From an optimization exercise on the open Yosys and OpenROAD flow, aimed at small area; shortcuts taken in it are not production practice. Function was checked by simulation only, so behaviour that the tests miss may differ from the original. Power is estimated from default activity; no workload was simulated.

--- design.v ---
package cachePkg;
    typedef logic [31:0] word_t;
    typedef logic [31:0] addr_t;
    typedef logic [25:0] tag_t;    
    typedef logic [2:0] index_t;   
    typedef struct packed {
        logic ren;
        logic wen;
        addr_t addr;
        word_t store;
    } cpuReq_t;
    typedef struct packed {
        logic hit;       
        word_t load;
    } cpuResp_t;
    typedef struct packed {
        logic ren;
        logic wen;
        addr_t addr;
        word_t store;
    } memReq_t;
    typedef struct packed {
        logic busy;      
        word_t load;
    } memResp_t;
    typedef enum logic [2:0] {
        compareTag,
        writeBack0,
        writeBack1,
        allocate0,
        allocate1
    } ctrlState_t;
endpackage
`timescale 1ns/1ns
module dcache (
    input  logic        CLK,
    input  logic        nRST,
    input  logic        cpu_ren,
    input  logic        cpu_wen,
    input  logic [31:0] cpu_addr,
    input  logic [31:0] cpu_store,
    output logic        cpu_hit,
    output logic [31:0] cpu_load,
    output logic        mem_ren,
    output logic        mem_wen,
    output logic [31:0] mem_addr,
    output logic [31:0] mem_store,
    input  logic        mem_busy,
    input  logic [31:0] mem_load
);
    localparam logic [3:0] S_CMP = 4'b0000;    
    localparam logic [3:0] S_VIC = 4'b0001;    
    localparam logic [3:0] S_WB0 = 4'b1000;    
    localparam logic [3:0] S_WBW = 4'b0010;    
    localparam logic [3:0] S_WB1 = 4'b1001;    
    localparam logic [3:0] S_RD0 = 4'b1100;    
    localparam logic [3:0] S_FW0 = 4'b0101;    
    localparam logic [3:0] S_RD1 = 4'b1101;    
    localparam logic [3:0] S_FW1 = 4'b0100;    
    localparam logic [3:0] S_TAG = 4'b0011;    
    logic [3:0]  state;
    logic [4:0]  t;
    logic        seen;       
    logic        ready;      
    logic        wbWord;     
    logic [25:0] atag;       
    logic [31:0] buffer;     
    logic [25:0] tags  [16];
    logic [7:0]  both;
    logic [15:0] dirty;
    logic [7:0]  lru;
    logic [31:0] words [32];
    logic [25:0] reqTag;
    logic [2:0]  reqIndex;
    logic        reqWord;
    logic        request;
    assign reqTag = cpu_addr[31:6];
    assign reqIndex = cpu_addr[5:3];
    assign reqWord = cpu_addr[2];
    assign request = cpu_ren || cpu_wen;
    logic [25:0] tagOut;
    logic        validOut;   
    logic        bothOut;
    logic        dirtyOut;
    logic        lruOut;
    logic [31:0] wordOut;
    assign tagOut = tags[15];
    assign bothOut = both[7] && ready;
    assign dirtyOut = dirty[15];
    assign lruOut = lru[7] && ready;
    assign validOut = bothOut || (!t[3] && lruOut);
    assign wordOut = words[31];
    logic setHere;       
    logic missNow;
    logic vicNow;
    logic tagWrite;      
    logic [25:0] newTag;
    logic victimHere;    
    logic fill;
    logic lineMatch;
    logic hit;
    logic fillOther;
    logic writeData;
    logic [31:0] newWord;
    assign setHere = (t[2:0] == reqIndex);
    assign victimHere = setHere && (t[3] == lruOut);    
    assign fillOther = (state == S_FW0) && victimHere && (t[4] != reqWord);
    assign fill = (state == S_FW1) && victimHere && (t[4] == reqWord);
    assign missNow = (state == S_CMP) && request && setHere && !lineMatch && seen;
    assign vicNow = (missNow || (state == S_VIC)) && victimHere;
    assign tagWrite = (vicNow && !(bothOut && dirtyOut)) || ((state == S_TAG) && victimHere);
    assign newTag = tagWrite ? reqTag : tagOut;
    assign lineMatch = fill || ((state == S_CMP) && validOut && (tagOut == reqTag));
    assign hit = request && setHere && lineMatch && (t[4] == reqWord);
    assign writeData = fillOther || fill || (hit && cpu_wen);
    logic takeStore;
    assign takeStore = cpu_wen && !fillOther;
    assign newWord = ({32{!writeData}} & wordOut)
                   | ({32{writeData && takeStore}} & cpu_store)
                   | ({32{writeData && !takeStore}} & buffer);
    assign cpu_hit = hit;
    assign cpu_load = newWord;
    always_ff @(posedge CLK) begin
        words[0] <= newWord;
        for (int i = 1; i < 32; i++) words[i] <= words[i-1];
        tags[0] <= newTag;
        for (int i = 1; i < 16; i++) tags[i] <= tags[i-1];
        dirty <= {dirty[14:0], (hit && cpu_wen) || (!fill && dirtyOut)};
    end
    always_ff @(posedge CLK) begin
        both <= {both[6:0], (fill && t[3]) || bothOut};
        lru <= {lru[6:0], hit ? !t[3] : lruOut};
    end
    logic memDone;
    assign memDone = !mem_busy;
    always_ff @(posedge CLK, negedge nRST) begin
        if (!nRST) begin
            state <= S_CMP;
            t <= '0;
            seen <= 1'b0;
            ready <= 1'b0;
        end else begin
            t <= t + 5'd1;
            if (t == 5'd15) ready <= 1'b1;
            seen <= 1'b0;
            case (state)
                S_CMP: begin
                    if (request) begin
                        seen <= setHere ? !lineMatch && !seen : seen;
                        if (missNow) begin
                            state <= !vicNow ? S_VIC : (bothOut && dirtyOut) ? S_WB0 : S_RD0;
                        end
                    end
                end
                S_VIC: begin
                    if (vicNow) begin
                        state <= (bothOut && dirtyOut) ? S_WB0 : S_RD0;
                    end
                end
                S_WB0: begin
                    if (memDone) state <= (victimHere && t[4] != wbWord) ? S_WB1 : S_WBW;
                end
                S_WBW: begin
                    if (victimHere && t[4] != wbWord) state <= S_WB1;
                end
                S_WB1: begin
                    if (memDone) state <= S_TAG;
                end
                S_TAG: begin
                    if (victimHere) state <= S_RD0;
                end
                S_RD0: begin
                    if (memDone) state <= S_FW0;
                end
                S_FW0: begin
                    if (fillOther) state <= memDone ? S_FW1 : S_RD1;
                end
                S_RD1: begin
                    if (memDone) state <= S_FW1;
                end
                S_FW1: begin
                    if (fill) state <= S_CMP;
                end
                default: state <= S_CMP;
            endcase
        end
    end
    logic takeWord;
    logic takeLoad;
    assign takeWord = vicNow
                   || ((state == S_WBW || (state == S_WB0 && memDone)) && victimHere && t[4] != wbWord);
    assign takeLoad = mem_ren && memDone;
    always_ff @(posedge CLK) begin
        if (state == S_CMP || state == S_VIC) begin
            wbWord <= t[4];
        end
        if (vicNow || ((state == S_TAG) && victimHere)) begin
            atag <= newTag;
        end
        if (takeWord || takeLoad) begin
            buffer <= ({32{takeWord}} & wordOut) | ({32{!takeWord}} & mem_load);
        end
    end
    logic writeBack;
    assign writeBack = state[3] && !state[2];
    assign mem_wen = writeBack;
    assign mem_ren = (state[3] && state[2]) || fillOther;
    assign mem_addr = {atag, reqIndex,
                       state[0] ^ (writeBack ? wbWord : !reqWord),
                       2'b00};
    assign mem_store = buffer;
endmodule
--- flow/run.sh ---
#!/bin/bash
# Standard layout with three changes: after floorplanning, OpenROAD's
# restructure remaps the combinational logic for area; port buffers are the
# smallest buffer; clock tree synthesis adds no dummy loads and uses small
# clusters of clkbuf_8 leaf buffers.
set -euo pipefail
export BUFFER_PORTS_ARGS="-buffer_cell sky130_fd_sc_hd__buf_1"
export MIN_CLK_ROUTING_LAYER=met2
export CTS_ARGS="-sink_clustering_enable -repair_clock_nets -dont_use_dummy_load -buf_list sky130_fd_sc_hd__clkbuf_8 -sink_clustering_size 20 -sink_clustering_max_diameter 50"
bash standard.sh floorplan > standard_floorplan.log 2>&1
R=orfs/results/$FLOW_PLATFORM/dcache/base
cp $R/2_floorplan.odb $R/2_floorplan_pre_restructure.odb
# restructure maps onto this library only: the platform's, less its don't-use cells
python3 flow/filter_lib.py $FLOW_HOME/platforms/$FLOW_PLATFORM/lib/sky130_fd_sc_hd__tt_025C_1v80.lib restructure.lib > filter_lib.log 2>&1
mkdir -p restructure_work
openroad -no_init -threads ${NUM_CORES:-4} -exit flow/restructure.tcl > restructure.log 2>&1
# keep the restructured design only if it uses no don't-use cell
if grep -q "^restructure check: ok" restructure.log; then
  cp $R/2_floorplan_restructured.odb $R/2_floorplan.odb
fi
bash standard.sh finish > standard_finish.log 2>&1
--- flow/filter_lib.py ---
"""Copy a liberty file without the cells the platform marks don't-use."""
import re
import sys

DONT_USE = re.compile(r"sky130_fd_sc_hd__(probe_p_8|probec_p_8|lpflow_\w+)$")

src, dst = sys.argv[1], sys.argv[2]
text = open(src).read()
out = []
pos = 0
dropped = 0
for m in re.finditer(r'\n(\s*)cell\s*\(\s*"?(\w+)"?\s*\)\s*\{', text):
    if m.start() < pos:
        continue
    if not DONT_USE.match(m.group(2)):
        continue
    # find the matching closing brace of this cell group
    depth = 0
    i = m.end() - 1
    while True:
        c = text[i]
        if c == "{":
            depth += 1
        elif c == "}":
            depth -= 1
            if depth == 0:
                break
        i += 1
    out.append(text[pos:m.start()])
    pos = i + 1
    dropped += 1
out.append(text[pos:])
open(dst, "w").write("".join(out))
print(f"dropped {dropped} cells")
--- flow/restructure.tcl ---
# Remap the combinational logic of the floorplanned design for area, onto
# the platform library less its don't-use cells.
set plat $::env(FLOW_HOME)/platforms/sky130hd
set r orfs/results/$::env(FLOW_PLATFORM)/dcache/base
read_liberty $plat/lib/sky130_fd_sc_hd__tt_025C_1v80.lib
read_db $r/2_floorplan_pre_restructure.odb
read_sdc $r/2_floorplan.sdc
source $plat/setRC.tcl
set_dont_use {sky130_fd_sc_hd__probe_p_8 sky130_fd_sc_hd__probec_p_8 sky130_fd_sc_hd__lpflow_*}
report_design_area
report_worst_slack -max
restructure -target area -liberty_file restructure.lib \
  -tielo_port sky130_fd_sc_hd__conb_1/LO -tiehi_port sky130_fd_sc_hd__conb_1/HI \
  -work_dir restructure_work -abc_logfile restructure_abc.log
report_design_area
report_worst_slack -max
set bad 0
foreach inst [[ord::get_db_block] getInsts] {
  set m [[$inst getMaster] getName]
  if {[regexp {^sky130_fd_sc_hd__(probe_p_8|probec_p_8|lpflow_.*)$} $m]} {
    puts "don't-use cell: [$inst getName] $m"
    incr bad
  }
}
if {$bad == 0} {
  write_db $r/2_floorplan_restructured.odb
  puts "restructure check: ok"
} else {
  puts "restructure check: failed"
}
--- standard.sh ---
#!/bin/bash
# synth_recipe.tcl (not shown) runs the flow's synth.tcl, then flattens the netlist and writes it again
# the make line also repeats each setting of config.mk as NAME=value (left out here)
make -C /OpenROAD-flow-scripts/flow DESIGN_CONFIG=/design/flow/config.mk WORK_HOME=/design/flow/orfs CLKGATE_MAP_FILE= SYNTH_SCRIPT=/design/flow/synth_recipe.tcl "${@:-finish}"
--- config.mk ---
export PLATFORM = sky130hd
export DESIGN_NAME = dcache
export DESIGN_NICKNAME = dcache
export VERILOG_FILES = /design/flow/design.v
export SDC_FILE = /design/flow/constraint.sdc
export NUM_CORES = 4
export LEC_CHECK = 0
export ABC_AREA = 1
export CAP_MARGIN = 20
export CORE_MARGIN = 2
export CORE_UTILIZATION = 70
export PLACE_DENSITY = 0.8
export SLEW_MARGIN = 20
--- constraint.sdc ---
create_clock -name core_clock -period 10.0 [get_ports {CLK}]
set_input_delay 2.0000 -clock core_clock [delete_from_list [all_inputs] [get_ports {CLK}]]
set_output_delay 2.0000 -clock core_clock [all_outputs]
set_load 0.01 [all_outputs]
==> metrics.csv, run 1 <==
stage,metric,value,unit
global_route,GRT Residual Overflow,0,
synth,Post-Syn Area per Cell,16.3,um2
place,GPL Wtd Cong,0.871,
power,Comb pwr share,3.1,%
floorplanning,Initial Util,71.1,%
synth,Cells after Synth,2098,
power,share of power burned in registers,70.6,%
cells_and_area,final net count,2253,
synth,Synth top area share,86.4,%
worst_setup_path,startpoint types,primary input,
global_route,first-pass GRT wire length,71700,um
synth,sequential area share after synthesis,92.4,%
timing,final number of hold-violating endpoints,0,
synth,synth top area cells,"dfxtp_1 86%, edfxtp_1 5.2%, nand2_1 2.6%, inv_1 0.99%, dfrtp_1 0.81%",
timing,Max Clk Rate,121,MHz
worst_setup_path,Max Fanout on Critical Path,32,
synth,synthesis-stage register bit count,1542,
floorplanning,# IOs,200,
timing,RSZ-0062 raised after global routing,false,
global_route,initial antenna violation count,3,
clock_tree,total CTS buffers,91,
route,initial drt markers,893,
floorplanning,Core Footprint,0.0479,mm2
route,number of vias per cell,4.86,
clock_tree,CTS root buffer,clkbuf_8,
route,Post-DRT Antenna Nets,0,
global_route,met2 Use GR,31.2,%
timing,clock skew,0.0604,ns
global_route,vias in the first global route,13600,
floorplanning,row count,80,
worst_setup_path,critical path capture point type,output pin,
timing,final setup fails,0,
hold_path,hold path cells,0,
power,Peak VDD IR,0.000212,V
global_route,Tot GR Track Use,18.6,%
route,wire length per cell,16.9,um
worst_setup_path,kind of critical path,in -> out,
synth,cell accounting for the most synthesized area,dfxtp_1,
cells_and_area,Non-Filler Instances,2765,
power,Pwr Total,9.21,mW
route,vias post-DR,13400,
power,switch share,20.5,%
cells_and_area,ratio of cells with drive above 1 in the final layout,4.79,%
worst_setup_path,Critical Path RT,8.00,ns
timing,worst slew pin tran,1.06,ns
place,Port Buf Inserts,195,
timing,setup TNS,0,ns
clock_tree,Clock H-tree levels,3,
worst_setup_path,reg2reg path depth,11,
clock_tree,Clock Latency Late Sink,0.68,ns
synth,YS warnings,3,
power,Pleak,14.2,nW
clock_tree,Post-CTS Hold Buffers,0,
clock_tree,CTS tree,done,
clock_tree,Post-CTS Resized,0,
synth,post-synth design cell area,0.0341,mm2
place,Placed Cells,2673,
synth,post-synth cell types,32,
cells_and_area,n_diodes,0,
global_route,met1 Use GR,25.6,%
route,WL final,46700,um
clock_tree,Clock Path Buffers,3,
global_route,global routing met3 resource utilization,4.15,%
power,P_int,7.32,mW
cells_and_area,Area growth syn-to-layout,6.20,%
power,sw power,1.89,mW
global_route,busiest layer in global routing,met2,
floorplanning,Die Ht,225,um
route,DRC Markers,0,
worst_setup_path,Worst Path Arrival,6.23,ns
floorplanning,Die Area,0.0505,mm2
clock_tree,postcts setup bufs,0,
timing,Tmin final,8.23,ns
timing,final slew viol count,0,
floorplanning,Die Width,225,um
run_status,status,finished clean,
place,Final HPWL DP,27800,um
clock_tree,Sink Count,1542,
timing,period utilization,82.3,%
route,first-pass iteration count of the detailed router,10,
timing,Worst slew margin,29.1,%
clock_tree,clk slew on worst S/H paths,0.10,ns
hold_path,Hold WC Path Type,reg -> reg,
job,Max-Cap Viols,0,
power,Power Dens Cells,254,mW/mm2
global_route,largest net degree at the start of global routing,34,
power,Clk network pwr share,26.3,%
==> state kept, by name, indices dropped and copies added (netlist names) <==
signal,cells
dirty,16
state,4
atag,26
tags,416
seen,1
ready,1
lru,8
both,8
t,5
wbWord,1
buffer,32
words,1024
==> cells in the final DEF, fill, tap and decap left out, types with 4 or more instances in the layout <==
| cell type | count |
|---|---|
| nor3_1 | 5 |
| clkinv_1 | 105 |
| nor4_1 | 4 |
| clkbuf_8 | 91 |
| a222oi_1 | 33 |
| conb_1 | 4 |
| dfxtp_1 | 1472 |
| a21oi_1 | 6 |
| buf_1 | 195 |
| nand3_1 | 8 |
| a22o_1 | 33 |
| nor2_1 | 12 |
| edfxtp_1 | 59 |
| nand2_1 | 10 |
| or4_1 | 5 |
| o22ai_1 | 54 |
| buf_4 | 5 |
| o21ai_0 | 9 |
| dfrtp_1 | 11 |
==> worst max-delay path, stage by stage <==
cell,delay (ns)
buf_1,0.10
a22o_1,0.21
nor3_1,0.56
nand2_1,0.34
nor3_1,0.58
a31oi_1,0.18
nor3_1,0.42
nand2_1,0.16
and3_2,0.56
a222oi_1,0.70
clkinv_1,0.23
buf_1,0.18
==> stage by stage <==
| stage | hold WS [ns] | utilization [%] | setup WS (ns) | area, um2 |
|---|---|---|---|---|
| 2_1_floorplan | 0.310 | - | 4.59 | 34100 |
| 3_3_place_gp | 0.310 | 72.9 | 2.18 | 34900 |
| 3_5_place_dp | 0.312 | 72.9 | 1.99 | 34900 |
| 4_1_cts | 0.261 | 75.5 | 1.96 | 36200 |
| 5_1_grt | 0.274 | 75.5 | 1.65 | 36200 |
| 6_report | 0.269 | 75.5 | 1.77 | 36200 |
==> synth_stat cells <==
cell type / instances
dfxtp_1: 1472
nand2_1: 240
inv_1: 90
edfxtp_1: 59
o21ai_0: 44
o21ai_1: 31
nand3_1: 29
xnor2_1: 26
nor2_1: 21
buf_4: 14
dfrtp_1: 11
inv_2: 7
nand4_1: 6
buf_2: 5
clkbuf_1: 5
nand2_2: 5
nor3_1: 5
xor2_1: 5
buf_6: 4
ha_1: 3
a21oi_1: 2
nor2_2: 2
nor2_4: 2
or2_2: 2
a211oi_1: 1
a21oi_2: 1
a22oi_4: 1
conb_1: 1
nand3_2: 1
nand3b_1: 1
o22ai_1: 1
o41ai_1: 1
==> worst paths after layout <==
check / startpoint / end / slack, ns
max reg2reg: t[0] / words[0][8] / 5.37
min reg2reg: lru[1] / lru[2] / 0.27
max: cpu_addr[3] / cpu_load[8] / 1.77
min: lru[1] / lru[2] / 0.27
max in group asynchronous: nRST / state[1] / 8.19
min in group asynchronous: nRST / state[3] / 1.32
==> metal layers <==
layer  share of wire, %  wire (um)
met5                  0          0
met4                1.4        657
met3                4.9       2270
met2                 47      21900
met1                 47      21800
==> cell type report <==
class,count,area (um2)
Fill cell,2671,11700
Tap cell,615,769
Timing Repair Buffer,201,797
Inverter,105,394
Sequential cell,1542,31500
Multi-Input combinational cell,211,1490
Clock buffer,91,1250
==> cells by family after synthesis <==
logic type	count (synthesis)	share of synthesized area [%]
adder cells (fa/ha/maj)	3	0.110
buffers and inverters	125	1.64
other	1	0.0110
flip-flops	1542	92.4
XOR/XNOR	31	0.796
AND/OR/NAND/NOR	314	3.76
AO/OA/AOI/OAI	82	1.28
==> power groups by stage <==
stage	sequential [mW]	combinational [mW]	clock (mW)
CTS	6.50	0.270	2.50
global placement	6.62	0.235	0
global route	6.52	0.301	2.70
detailed placement	6.64	0.268	0
finish	6.50	0.284	2.42
floorplan	6.65	0.162	0
==> run 2: changes to the inputs <==
--- a/flow/run.sh
+++ b/flow/run.sh
@@ -5,7 +5,6 @@
 # clusters of clkbuf_8 leaf buffers.
 set -euo pipefail
 export BUFFER_PORTS_ARGS="-buffer_cell sky130_fd_sc_hd__buf_1"
-export MIN_CLK_ROUTING_LAYER=met2
 export CTS_ARGS="-sink_clustering_enable -repair_clock_nets -dont_use_dummy_load -buf_list sky130_fd_sc_hd__clkbuf_8 -sink_clustering_size 20 -sink_clustering_max_diameter 50"
 bash standard.sh floorplan > standard_floorplan.log 2>&1
 R=orfs/results/$FLOW_PLATFORM/dcache/base
==> run 2 against run 1 <==
  * Via count rose by 0.40%
  * Maximum frequency rose by 0.18%
  * Largest power group unchanged
  * Global-route usage barely moved
  * Sequential power barely moved
  * Register-to-register slack barely moved
  * Still clean
  * Clock power barely moved
  * Critical path depth did not move
  * Sequential share of layout area did not move
  * First-iteration DRC count fell by 4.9%
  * Flip-flop and latch count did not move
  * Design area did not move
  * Worst hold slack improved by 0.0013 ns
  * Largest cell class unchanged
==> metrics.csv, run 2 <==
stage,metric,value,unit,change
timing,min setup slack post-route,1.78,ns,+0.0145 ns
synth,synth cell count leaders,"1472 x dfxtp_1, 240 x nand2_1, 90 x inv_1",,
place,Port Buf Inserts,195,,unchanged
power,Pwr Total,9.21,mW,about the same
route,WL met1,21700,um,-0.68%
synth,area fraction in compound gates after synthesis,1.28,%,unchanged
synth,post-synthesis xor/xnor area fraction,0.796,%,unchanged
clock_tree,Sink Count,1542,,unchanged
global_route,first-pass GRT wire length,71700,um,about the same
cells_and_area,fill count,2671,,unchanged
synth,Post-Syn Area per Cell,16.3,um2,unchanged
floorplanning,# IOs,200,,unchanged
clock_tree,Post-CTS Resized,0,,unchanged
worst_setup_path,Worst Path Arrival,6.22,ns,about the same
job,Max-Cap Viols,0,,unchanged
worst_setup_path,worst stage delay on the critical path,0.71,ns,about the same
timing,RSZ-0062 raised after global routing,false,,
floorplanning,row count,80,,unchanged
cells_and_area,"commonest non-fill, non-tap cell in the layout",dfxtp_1,,
run_status,status,finished clean,,
synth,post-synth design cell area,0.0341,mm2,unchanged
clock_tree,Clock Path Buffers,3,,unchanged
route,wire length per cell,16.9,um,about the same
clock_tree,Clock H-tree levels,3,,unchanged
floorplanning,Die Ht,225,um,unchanged
synth,"count leader, synth",dfxtp_1,,
timing,final setup fails,0,,unchanged
route,met2 wire length,21200,um,-3.4%
worst_setup_path,kind of critical path,in -> out,,
synth,synth top area cells,"dfxtp_1 86%, edfxtp_1 5.2%, nand2_1 2.6%, inv_1 0.99%, dfrtp_1 0.81%",,
worst_setup_path,CP Buf/Inv Count,3,,unchanged
global_route,initial antenna violation count,2,,-1
timing,Tmin final,8.22,ns,-0.0145 ns
synth,Cells after Synth,2098,,unchanged
global_route,largest net degree at the start of global routing,34,,unchanged
synth,largest family of logic cells by synthesized area,simple AND/OR/NAND/NOR gates,,
route,number of vias per cell,4.88,,+0.40%
worst_setup_path,Critical Path RT,8.00,ns,about the same
worst_setup_path,"Cell Chain, Critical Path","buf_1, a22o_1, nor3_1, nand2_1, nor3_1, a31oi_1, nor3_1, nand2_1, and3_2, a222oi_1, clkinv_1, buf_1",,
synth,YS warnings,3,,unchanged
synth,synthesis-stage register bit count,1542,,unchanged
synth,top_reg_cell synth,dfxtp_1,,
global_route,GRT Residual Overflow,0,,unchanged
global_route,vias in the first global route,13800,,+1.3%
synth,sequential area share after synthesis,92.4,%,unchanged
synth,"Async S/R FF share, synth",0.713,%,unchanged
timing,period utilization,82.2,%,-0.14 points
cells_and_area,most frequent cells in the layout,"1472 x dfxtp_1, 195 x buf_1, 105 x clkinv_1, 91 x clkbuf_8, 59 x edfxtp_1",,
synth,Synth top area share,86.4,%,unchanged
place,GPL Wtd Cong,0.871,,unchanged
worst_setup_path,CP max stage cell,a222oi_1,,
timing,clock skew,0.0587,ns,-0.00172 ns
timing,final slew viol count,0,,unchanged
power,switch share,20.6,%,+0.049 points
global_route,Tot GR Track Use,18.6,%,about the same
synth,Post-Synth Adder-Cell Area,0.110,%,unchanged
place,Final HPWL DP,27800,um,unchanged
cells_and_area,Largest register FFs,1024,,unchanged
clock_tree,clk slew on worst S/H paths,0.11,ns,about the same
worst_setup_path,Max Fanout on Critical Path,32,,unchanged
cells_and_area,ratio of cells with drive above 1 in the final layout,4.79,%,unchanged
floorplanning,Die Width,225,um,unchanged
clock_tree,Clock Latency Late Sink,0.69,ns,about the same
route,wire length on met3,2420,um,+6.5%
synth,Simple-Gate Fraction of Synth Area,3.76,%,unchanged
clock_tree,total CTS buffers,91,,unchanged
route,highest routed layer,met4,,
worst_setup_path,critical path's top delay family,simple AND/OR/NAND/NOR gates,,
worst_setup_path,CP most frequent cell,nor3_1,,
floorplanning,Core Footprint,0.0479,mm2,unchanged
worst_setup_path,critical path capture point type,output pin,,
worst_setup_path,startpoint types,primary input,,
route,Post-DRT Antenna Nets,0,,unchanged
route,first-pass iteration count of the detailed router,7,,-3
synth,post-synth cell types,32,,unchanged
timing,worst slew pin tran,1.06,ns,+0.00325 ns
clock_tree,postcts setup bufs,0,,unchanged
power,Power Dens Cells,254,mW/mm2,about the same
clock_tree,Post-CTS Hold Buffers,0,,unchanged
cells_and_area,n_diodes,0,,unchanged
route,WL final,46700,um,about the same
timing,Max Clk Rate,122,MHz,+0.18%
power,Pleak,14.2,nW,unchanged
floorplanning,Die Area,0.0505,mm2,unchanged
floorplanning,Initial Util,71.1,%,unchanged
clock_tree,CTS root buffer,clkbuf_8,,
power,P_int,7.32,mW,about the same
cells_and_area,Area growth syn-to-layout,6.20,%,unchanged
power,Clk network pwr share,26.4,%,about the same
power,Peak VDD IR,0.000212,V,+0.37%
power,sw power,1.89,mW,+0.29%
route,initial drt markers,849,,-4.9%
cells_and_area,register bank with the most flops,words,,
cells_and_area,FF/Latch Area,0.0315,mm2,unchanged
cells_and_area,Top Registers,"words x1024, tags x416, buffer x32",,
power,share of power burned in registers,70.5,%,about the same
cells_and_area,final net count,2253,,unchanged
timing,setup TNS,0,ns,unchanged
synth,cell accounting for the most synthesized area,dfxtp_1,,
synth,Post-synth EDFFs,59,,unchanged
timing,Worst slew margin,28.9,%,-0.22 points
place,worst slack at placement,1.99,ns,unchanged
timing,final number of hold-violating endpoints,0,,unchanged
route,DRC Markers,0,,unchanged
power,Comb pwr share,3.1,%,about the same
hold_path,Hold WC Path Type,reg -> reg,,
clock_tree,CTS tree,done,,
synth,mux cell area share after synthesis,0,%,unchanged
route,vias post-DR,13500,,+0.40%
cells_and_area,multi-input logic area,0.00149,mm2,unchanged
run 2: power groups by stage:
stage               logic, mW  clock network, mW  registers (mW)
finish                  0.283               2.43            6.50
detailed placement      0.268                  0            6.64
global placement        0.235                  0            6.62
global route            0.300               2.71            6.52
floorplan               0.162                  0            6.65
CTS                     0.270               2.50            6.50
run 2: per-stage QoR:
stage | hold WS (ns) | utilization (%) | instances | area, um2
2_1_floorplan | 0.310 | - | 2099 | 34100
3_3_place_gp | 0.310 | 72.9 | 2673 | 34900
3_5_place_dp | 0.312 | 72.9 | 2673 | 34900
4_1_cts | 0.261 | 75.5 | 2764 | 36200
5_1_grt | 0.274 | 75.5 | 2765 | 36200
6_report | 0.270 | 75.5 | 2765 | 36200
run 2: worst paths after layout:
check | to | slack, ns | start | depth (start not counted)
min in group asynchronous | state[3] | 1.32 | nRST | 1
worst min register to register | lru[2] | 0.27 | lru[1] | 0
worst min-delay path | lru[2] | 0.27 | lru[1] | 0
worst max register to register | words[0][8] | 5.38 | t[0] | 11
worst max-delay path | cpu_load[8] | 1.78 | cpu_addr[3] | 12
max in group asynchronous | state[1] | 8.18 | nRST | 1
run 2: kinds of logic (layout without fill, tap and decap cells):
kind of cell,Yosys count,after routing
AOI/OAI and AO/OA,82,157
xor gates and xnor gates,31,1
adders and majority gates,3,0
buffers and inverters,125,397
DFF,1542,1542
other,1,4
and+or+nand+nor,314,49
run 2: final cells by class:
| type | instances | share of cell area, % |
|---|---|---|
| well taps | 615 | 2.12 |
| flip-flops and latches | 1542 | 87.0 |
| clock buffers | 91 | 3.46 |
| inverters | 105 | 1.09 |
| multi-input cells | 211 | 4.12 |
| repair buffers | 201 | 2.20 |
run 2: metal layers:
metal / GRT usage, % / vias up
met2: 29.2 / 440
met4: 7.16 / 0
met1: 25.6 / 6371
li1: - / 6541
met5: 0 / -
met3: 4.15 / 137
run 2: worst reg2reg max path, cell delays in order (launching register included):
cell and delay (ns):
dfrtp_1 0.34, clkinv_1 0.13, a22o_1 0.26, nor3_1 0.55, nand2_1 0.34, nor3_1 0.57
a31oi_1 0.18, nor3_1 0.42, nand2_1 0.16, and3_2 0.56, a222oi_1 0.72, clkinv_1 0.23
==> run 3: changes to the inputs <==
--- a/flow/run.sh
+++ b/flow/run.sh
@@ -2,9 +2,11 @@
 # Standard layout with three changes: after floorplanning, OpenROAD's
 # restructure remaps the combinational logic for area; port buffers are the
 # smallest buffer; clock tree synthesis adds no dummy loads and uses small
-# clusters of clkbuf_8 leaf buffers.
+# clusters of clkbuf_8 leaf buffers; clock nets may also use met2, whose
+# lower capacitance keeps the clock-pin slew down.
 set -euo pipefail
 export BUFFER_PORTS_ARGS="-buffer_cell sky130_fd_sc_hd__buf_1"
+export MIN_CLK_ROUTING_LAYER=met2
 export CTS_ARGS="-sink_clustering_enable -repair_clock_nets -dont_use_dummy_load -buf_list sky130_fd_sc_hd__clkbuf_8 -sink_clustering_size 20 -sink_clustering_max_diameter 50"
 bash standard.sh floorplan > standard_floorplan.log 2>&1
 R=orfs/results/$FLOW_PLATFORM/dcache/base
==> run 3 against run 2 <==
  * Sequential power is essentially flat
  * Clock power barely moved
  * Flip-flop and latch count stayed put
  * Total power about the same
  * Largest cell class unchanged
  * Highest routed layer unchanged
==> metrics.csv, run 3 <==
stage,metric,value,unit,change
timing,final number of hold-violating endpoints,0,,unchanged
clock_tree,Post-CTS Hold Buffers,0,,unchanged
worst_setup_path,worst stage delay on the critical path,0.70,ns,about the same
cells_and_area,most frequent cells in the layout,"1472 x dfxtp_1, 195 x buf_1, 105 x clkinv_1, 91 x clkbuf_8, 59 x edfxtp_1",,
timing,clock skew,0.0604,ns,+0.00172 ns
run_status,status,finished clean,,
synth,Synth top area share,86.4,%,unchanged
cells_and_area,Top Registers,"words x1024, tags x416, buffer x32",,
cells_and_area,FF/Latch Area,0.0315,mm2,unchanged
synth,YS warnings,3,,unchanged
clock_tree,CTS root buffer,clkbuf_8,,
synth,Post-synth EDFFs,59,,unchanged
clock_tree,postcts setup bufs,0,,unchanged
worst_setup_path,CP max stage cell,a222oi_1,,
route,WL final,46700,um,about the same
worst_setup_path,kind of critical path,in -> out,,
synth,cell accounting for the most synthesized area,dfxtp_1,,
route,DRC Markers,0,,unchanged
worst_setup_path,Max Fanout on Critical Path,32,,unchanged
clock_tree,Clock H-tree levels,3,,unchanged
clock_tree,Clock Path Buffers,3,,unchanged
worst_setup_path,Worst Path Arrival,6.23,ns,about the same
worst_setup_path,startpoint types,primary input,,
power,Power Dens Cells,254,mW/mm2,about the same
route,first-pass iteration count of the detailed router,10,,+3
clock_tree,Sink Count,1542,,unchanged
worst_setup_path,CP most frequent cell,nor3_1,,
timing,period utilization,82.3,%,+0.14 points
cells_and_area,"Core Util, Final",75.5,%,unchanged
worst_setup_path,"Cell Chain, Critical Path","buf_1, a22o_1, nor3_1, nand2_1, nor3_1, a31oi_1, nor3_1, nand2_1, and3_2, a222oi_1, clkinv_1, buf_1",,
clock_tree,clk slew on worst S/H paths,0.10,ns,about the same
floorplanning,Die Area,0.0505,mm2,unchanged
cells_and_area,register bank with the most flops,words,,
global_route,largest net degree at the start of global routing,34,,unchanged
global_route,first-pass GRT wire length,71700,um,about the same
place,Final HPWL DP,27800,um,unchanged
floorplanning,Initial Util,71.1,%,unchanged
cells_and_area,fill count,2671,,unchanged
synth,synthesis-stage register bit count,1542,,unchanged
timing,RSZ-0062 raised after global routing,false,,
synth,post-synth design cell area,0.0341,mm2,unchanged
clock_tree,Post-CTS Resized,0,,unchanged
cells_and_area,multi-input logic area,0.00149,mm2,unchanged
cells_and_area,"Design Area, Final",0.0362,mm2,unchanged
floorplanning,Die Width,225,um,unchanged
cells_and_area,Area growth syn-to-layout,6.20,%,unchanged
synth,sequential area share after synthesis,92.4,%,unchanged
route,Post-DRT Antenna Nets,0,,unchanged
timing,final slew viol count,0,,unchanged
job,Max-Cap Viols,0,,unchanged
place,GPL Wtd Cong,0.871,,unchanged
clock_tree,CTS tree,done,,
global_route,vias in the first global route,13600,,-1.3%
worst_setup_path,critical path capture point type,output pin,,
synth,post-synth cell types,32,,unchanged
global_route,initial antenna violation count,3,,+1
timing,Max Clk Rate,121,MHz,-0.18%
place,DP Area,0.0349,mm2,unchanged
cells_and_area,"commonest non-fill, non-tap cell in the layout",dfxtp_1,,
timing,Worst slew margin,29.1,%,+0.22 points
timing,setup TNS,0,ns,unchanged
synth,Cells after Synth,2098,,unchanged
synth,top_reg_cell synth,dfxtp_1,,
cells_and_area,ratio of cells with drive above 1 in the final layout,4.79,%,unchanged
synth,"Async S/R FF share, synth",0.713,%,unchanged
power,Pleak,14.2,nW,unchanged
clock_tree,total CTS buffers,91,,unchanged
route,vias post-DR,13400,,-0.40%
timing,final hold slack,0.269,ns,-0.00135 ns
power,Peak VDD IR,0.000212,V,-0.37%
timing,worst slew pin tran,1.06,ns,-0.00325 ns
floorplanning,row count,80,,unchanged
route,initial drt markers,893,,+5.2%
worst_setup_path,Critical Path RT,8.00,ns,about the same
cells_and_area,Largest register FFs,1024,,unchanged
global_route,GRT Residual Overflow,0,,unchanged
synth,synth top area cells,"dfxtp_1 86%, edfxtp_1 5.2%, nand2_1 2.6%, inv_1 0.99%, dfrtp_1 0.81%",,
timing,Tmin final,8.23,ns,+0.0145 ns
floorplanning,Core Footprint,0.0479,mm2,unchanged
route,wire length per cell,16.9,um,about the same
cells_and_area,final net count,2253,,unchanged
synth,Post-Syn Area per Cell,16.3,um2,unchanged
floorplanning,Die Ht,225,um,unchanged
cells_and_area,n_diodes,0,,unchanged
timing,final setup fails,0,,unchanged
route,number of vias per cell,4.86,,-0.40%
hold_path,Hold WC Path Type,reg -> reg,,
synth,"count leader, synth",dfxtp_1,,
synth,synth cell count leaders,"1472 x dfxtp_1, 240 x nand2_1, 90 x inv_1",,
clock_tree,Clock Latency Late Sink,0.68,ns,about the same
place,Port Buf Inserts,195,,unchanged
floorplanning,# IOs,200,,unchanged
global_route,Tot GR Track Use,18.6,%,about the same
run 3: final cells by class:
cell class              instances  area share [%]
inverters                     105            1.09
multi-input cells             211            4.12
well taps                     615            2.12
repair buffers                201            2.20
clock buffers                  91            3.46
flip-flops and latches       1542            87.0
run 3: worst max-delay path: cells and delay by family:
kind | cells | cell delay [ns]
AOI/OAI and AO/OA | 3 | 1.09
buffers and inverters | 3 | 0.51
and+or+nand+nor | 6 | 2.62
run 3: where the power goes:
group / switching (mW) / internal (mW) / total [mW] / leakage, nW
clock: 1.60 / 0.824 / 2.42 / 0.654
sequential: 0.0904 / 6.41 / 6.50 / 12.5
combinational: 0.198 / 0.0867 / 0.284 / 0.957
run 3: kinds of logic (layout without fill, tap and decap cells):
logic type	after synthesis	count (layout)	synth area share [%]
buffers and inverters	125	397	1.64
DFF	1542	1542	92.4
and+or+nand+nor	314	49	3.76
AOI/OAI and AO/OA	82	157	1.28
xor gates and xnor gates	31	1	0.796
adders and majority gates	3	0	0.110
other	1	4	0.0110
run 3: final timing paths:
path / from / to / slack (ns) / depth (start not counted)
worst max-delay path: cpu_addr[3] / cpu_load[8] / 1.77 / 12
worst min-delay path: lru[1] / lru[2] / 0.27 / 0
worst max register to register: t[0] / words[0][8] / 5.37 / 11
worst min register to register: lru[1] / lru[2] / 0.27 / 0
max in group asynchronous: nRST / state[1] / 8.19 / 1
min in group asynchronous: nRST / state[3] / 1.32 / 1
run 3: stage by stage:
step	worst slack [ns]	power [mW]	cells
finish	1.77	9.21	2765
CTS	1.96	9.27	2764
global placement	2.18	6.85	2673
global route	1.65	9.52	2765
detailed placement	1.99	6.90	2673
floorplan	4.59	6.81	2099
run 3: metal layers:
metal	part of all wire, %	routed length [um]	vias up	GRT usage, %
li1	-	-	6540	-
met2	47	21900	422	31.2
met1	47	21800	6398	25.6
met5	0	0	-	0
met4	1.4	657	0	2.86
met3	4.9	2270	75	4.15
==> run 4: changes to the inputs <==
--- a/flow/run.sh
+++ b/flow/run.sh
@@ -2,12 +2,10 @@
 # Standard layout with three changes: after floorplanning, OpenROAD's
 # restructure remaps the combinational logic for area; port buffers are the
 # smallest buffer; clock tree synthesis adds no dummy loads and uses small
-# clusters of clkbuf_8 leaf buffers; clock nets may also use met2, whose
-# lower capacitance keeps the clock-pin slew down.
+# clusters of clkbuf_8 leaf buffers.
 set -euo pipefail
 export BUFFER_PORTS_ARGS="-buffer_cell sky130_fd_sc_hd__buf_1"
-export MIN_CLK_ROUTING_LAYER=met2
-export CTS_ARGS="-sink_clustering_enable -repair_clock_nets -dont_use_dummy_load -buf_list sky130_fd_sc_hd__clkbuf_8 -sink_clustering_size 20 -sink_clustering_max_diameter 50"
+export CTS_ARGS="-sink_clustering_enable -repair_clock_nets -dont_use_dummy_load -buf_list sky130_fd_sc_hd__clkbuf_8 -sink_clustering_size 18 -sink_clustering_max_diameter 50"
 bash standard.sh floorplan > standard_floorplan.log 2>&1
 R=orfs/results/$FLOW_PLATFORM/dcache/base
 cp $R/2_floorplan.odb $R/2_floorplan_pre_restructure.odb
==> run 4 against run 3 <==
  * Total power up 0.87%
  * Flip-flop and latch count unchanged
  * Clock skew up 0.0026 ns
  * Register-to-register slack is essentially flat
  * Routed wire length down 0.64%
  * Non-clock buffer count is the same
  * Via count grew 1.1%
  * Critical path depth stayed put
  * Utilization rose by 0.23 points
  * Global-route usage about the same
  * Largest cell class unchanged
  * Highest routed layer unchanged
==> metrics.csv, run 4 <==
stage,metric,value,unit,change
route,first-pass iteration count of the detailed router,8,,-2
timing,setup TNS,0,ns,unchanged
run_status,status,finished clean,,
cells_and_area,"commonest non-fill, non-tap cell in the layout",dfxtp_1,,
worst_setup_path,reg2reg path depth,11,,unchanged
cells_and_area,Top Registers,"words x1024, tags x416, buffer x32",,
worst_setup_path,reg2reg end,words[0][8],,
route,number of vias per cell,4.90,,+0.78%
synth,"count leader, synth",dfxtp_1,,
power,share of power burned in registers,70.0,%,-0.6 points
worst_setup_path,CP most frequent cell,nor3_1,,
power,Peak VDD IR,0.000199,V,-6.1%
clock_tree,clk slew on worst S/H paths,0.08,ns,-0.02 ns
job,Max-Cap Viols,0,,unchanged
power,Pwr Total,9.29,mW,+0.87%
global_route,largest net degree at the start of global routing,34,,unchanged
worst_setup_path,critical path capture point type,output pin,,
timing,final slew viol count,0,,unchanged
clock_tree,postcts setup bufs,0,,unchanged
place,GPL Wtd Cong,0.871,,unchanged
worst_setup_path,Worst Path Arrival,6.21,ns,-0.02 ns
hold_path,Hold Path End,words[3][12],,
synth,"Async S/R FF share, synth",0.713,%,unchanged
floorplanning,row count,80,,unchanged
timing,clock skew,0.0631,ns,+0.00264 ns
power,P_int,7.38,mW,+0.90%
clock_tree,Post-CTS Hold Buffers,0,,unchanged
power,Pleak,14.2,nW,+0.41%
global_route,vias in the first global route,13900,,+2.4%
timing,worst slew pin tran,1.08,ns,+0.0196 ns
place,Port Buf Inserts,195,,unchanged
synth,YS warnings,3,,unchanged
power,Power Dens Cells,256,mW/mm2,+0.56%
place,Final HPWL DP,27800,um,unchanged
power,sw power,1.90,mW,+0.76%
worst_setup_path,"Cell Chain, Critical Path","buf_1, a22o_1, nor3_1, nand2_1, nor3_1, a31oi_1, nor3_1, nand2_1, and3_2, a222oi_1, clkinv_1, buf_1",,
synth,sequential area share after synthesis,92.4,%,unchanged
route,initial drt markers,866,,-3.0%
synth,Post-Syn Area per Cell,16.3,um2,unchanged
floorplanning,Core Footprint,0.0479,mm2,unchanged
worst_setup_path,worst stage delay on the critical path,0.71,ns,about the same
floorplanning,Die Ht,225,um,unchanged
hold_path,Hold Crit Start,words[2][12],,
synth,Post-synth EDFFs,59,,unchanged
worst_setup_path,reg2reg start,t[0],,
route,WL final,46400,um,-0.64%
cells_and_area,n_diodes,0,,unchanged
cells_and_area,Largest register FFs,1024,,unchanged
floorplanning,Die Width,225,um,unchanged
power,switch share,20.5,%,-0.023 points
worst_setup_path,kind of critical path,in -> out,,
synth,top_reg_cell synth,dfxtp_1,,
route,wire length per cell,16.7,um,-0.92%
floorplanning,Initial Util,71.1,%,unchanged
worst_setup_path,startpoint types,primary input,,
clock_tree,total CTS buffers,99,,+8.8%
cells_and_area,most frequent cells in the layout,"1472 x dfxtp_1, 195 x buf_1, 105 x clkinv_1, 99 x clkbuf_8, 59 x edfxtp_1",,
global_route,GRT Residual Overflow,0,,unchanged
worst_setup_path,r2r setup slk,5.37,ns,about the same
timing,Tmin final,8.21,ns,-0.0235 ns
cells_and_area,register bank with the most flops,words,,
synth,Cells after Synth,2098,,unchanged
cells_and_area,Area growth syn-to-layout,6.52,%,
route,Post-DRT Antenna Nets,0,,unchanged
timing,period utilization,82.1,%,-0.23 points
timing,Worst slew margin,27.8,%,-1.3 points
cells_and_area,final net count,2261,,+0.36%
power,Clk network pwr share,27.0,%,+0.7 points
floorplanning,Die Area,0.0505,mm2,unchanged
clock_tree,Post-CTS Resized,0,,unchanged
clock_tree,Clock Path Buffers,3,,unchanged
hold_path,Hold WC Path Type,reg -> reg,,
timing,RSZ-0062 raised after global routing,false,,
worst_setup_path,CP max stage cell,a222oi_1,,
clock_tree,CTS root buffer,clkbuf_8,,
worst_setup_path,Max Fanout on Critical Path,32,,unchanged
worst_setup_path,Critical Path RT,8.00,ns,about the same
clock_tree,Clock Latency Late Sink,0.68,ns,about the same
global_route,first-pass GRT wire length,71700,um,about the same
floorplanning,# IOs,200,,unchanged
clock_tree,Sink Count,1542,,unchanged
route,DRC Markers,0,,unchanged
timing,final setup fails,0,,unchanged
power,Comb pwr share,3.1,%,about the same
global_route,Tot GR Track Use,18.5,%,about the same
synth,post-synth cell types,32,,unchanged
hold_path,hold path cells,0,,unchanged
synth,synth top area cells,"dfxtp_1 86%, edfxtp_1 5.2%, nand2_1 2.6%, inv_1 0.99%, dfrtp_1 0.81%",,
synth,synth cell count leaders,"1472 x dfxtp_1, 240 x nand2_1, 90 x inv_1",,
cells_and_area,ratio of cells with drive above 1 in the final layout,5.14,%,+0.35 points
synth,post-synth design cell area,0.0341,mm2,unchanged
timing,final number of hold-violating endpoints,0,,unchanged
synth,cell accounting for the most synthesized area,dfxtp_1,,
clock_tree,Clock H-tree levels,3,,unchanged
clock_tree,CTS tree,done,,
synth,Synth top area share,86.4,%,unchanged
route,vias post-DR,13600,,+1.1%
timing,Max Clk Rate,122,MHz,+0.29%
synth,synthesis-stage register bit count,1542,,unchanged
global_route,initial antenna violation count,2,,-1
[run 4: how the worst max path moves through the flow]
stage                     start      endpoint
global route        cpu_addr[3]   cpu_load[8]
global placement    cpu_addr[3]   cpu_load[8]
floorplan           cpu_addr[4]  cpu_load[10]
finish              cpu_addr[3]   cpu_load[8]
CTS                 cpu_addr[3]  cpu_load[29]
detailed placement  cpu_addr[3]  cpu_load[29]
[run 4: cell families (layout without fill, tap and decap cells)]
family,count (synthesis),in the layout,share of synthesized area [%]
compound gates,82,157,1.28
simple gates,314,49,3.76
fa+ha+maj,3,0,0.110
other cells,1,4,0.0110
xor+xnor,31,1,0.796
flops,1542,1542,92.4
buf+inv,125,405,1.64
[run 4: area by class of cell]
type | count | area, um2
fill | 2673 | 11600
sequential | 1542 | 31500
clock buffer | 99 | 1360
inverter | 105 | 394
multi-input combinational | 211 | 1490
timing repair buffer | 201 | 797
tap | 615 | 769
[run 4: through the flow]
| step | hold WS [ns] | area (um2) | util, % | cells | setup slack, ns |
|---|---|---|---|---|---|
| after CTS | 0.281 | 36300 | 75.7 | 2772 | 1.97 |
| final | 0.273 | 36300 | 75.8 | 2773 | 1.79 |
| after global routing | 0.291 | 36300 | 75.8 | 2773 | 1.66 |
| after global placement | 0.310 | 34900 | 72.9 | 2673 | 2.18 |
| after detailed placement | 0.312 | 34900 | 72.9 | 2673 | 1.99 |
| after floorplan | 0.310 | 34100 | - | 2099 | 4.59 |
[run 4: metal layers]
layer / track usage, % / part of all wire (%) / up-vias / routed length, um
met4: 8.08 / 3.1 / 0 / 1420
met5: 0 / 0 / - / 0
met3: 3.91 / 5.5 / 151 / 2570
met2: 29.1 / 46 / 469 / 21100
met1: 25.3 / 46 / 6397 / 21300
li1: - / - / 6562 / -
[run 4: power groups by stage]
stage               combinational, mW  clock (mW)  sequential [mW]
CTS                             0.270        2.59             6.50
detailed placement              0.268           0             6.64
global route                    0.303        2.80             6.52
global placement                0.235           0             6.62
floorplan                       0.162           0             6.65
finish                          0.285        2.51             6.50
[run 4: worst max-delay path: cells and delay by family]
kind                   cells  cell delay, ns
and+or+nand+nor            6            2.59
AOI/OAI and AO/OA          3            1.10
buffers and inverters      3            0.50

==> static timing again, ports no longer ideal <==
No port has a modelled driver above. Below, the same layouts with a new extraction and two added sets of constraints.
Step 1 (the two cells are an assumption about what drives the block):
set clk [get_ports {CLK}]
set_driving_cell -lib_cell sky130_fd_sc_hd__clkbuf_16 $clk
set_driving_cell -lib_cell sky130_fd_sc_hd__buf_2 [delete_from_list [all_inputs] $clk]
Step 2 also shifts input and output timing later by t, the mid clock arrival at the registers, as if the neighbouring blocks saw the same clock.
a / b / c = no drivers / after step 1 / after step 2; a / b = the first two.
run	t (ns)	slack for setup (ns)	hold WS [ns]	cell pins on the clock port's net
run 1	0.701	1.768 / 1.749 / 1.749	0.269 / 0.269 / 0.269	1
run 2	0.709	1.783 / 1.763 / 1.763	0.270 / 0.270 / 0.270	1
run 3	0.701	1.768 / 1.749 / 1.749	0.269 / 0.269 / 0.269	1
run 4	0.708	1.792 / 1.772 / 1.772	0.273 / 0.273 / 0.273	1
After both steps setup and hold are still met in every run listed.
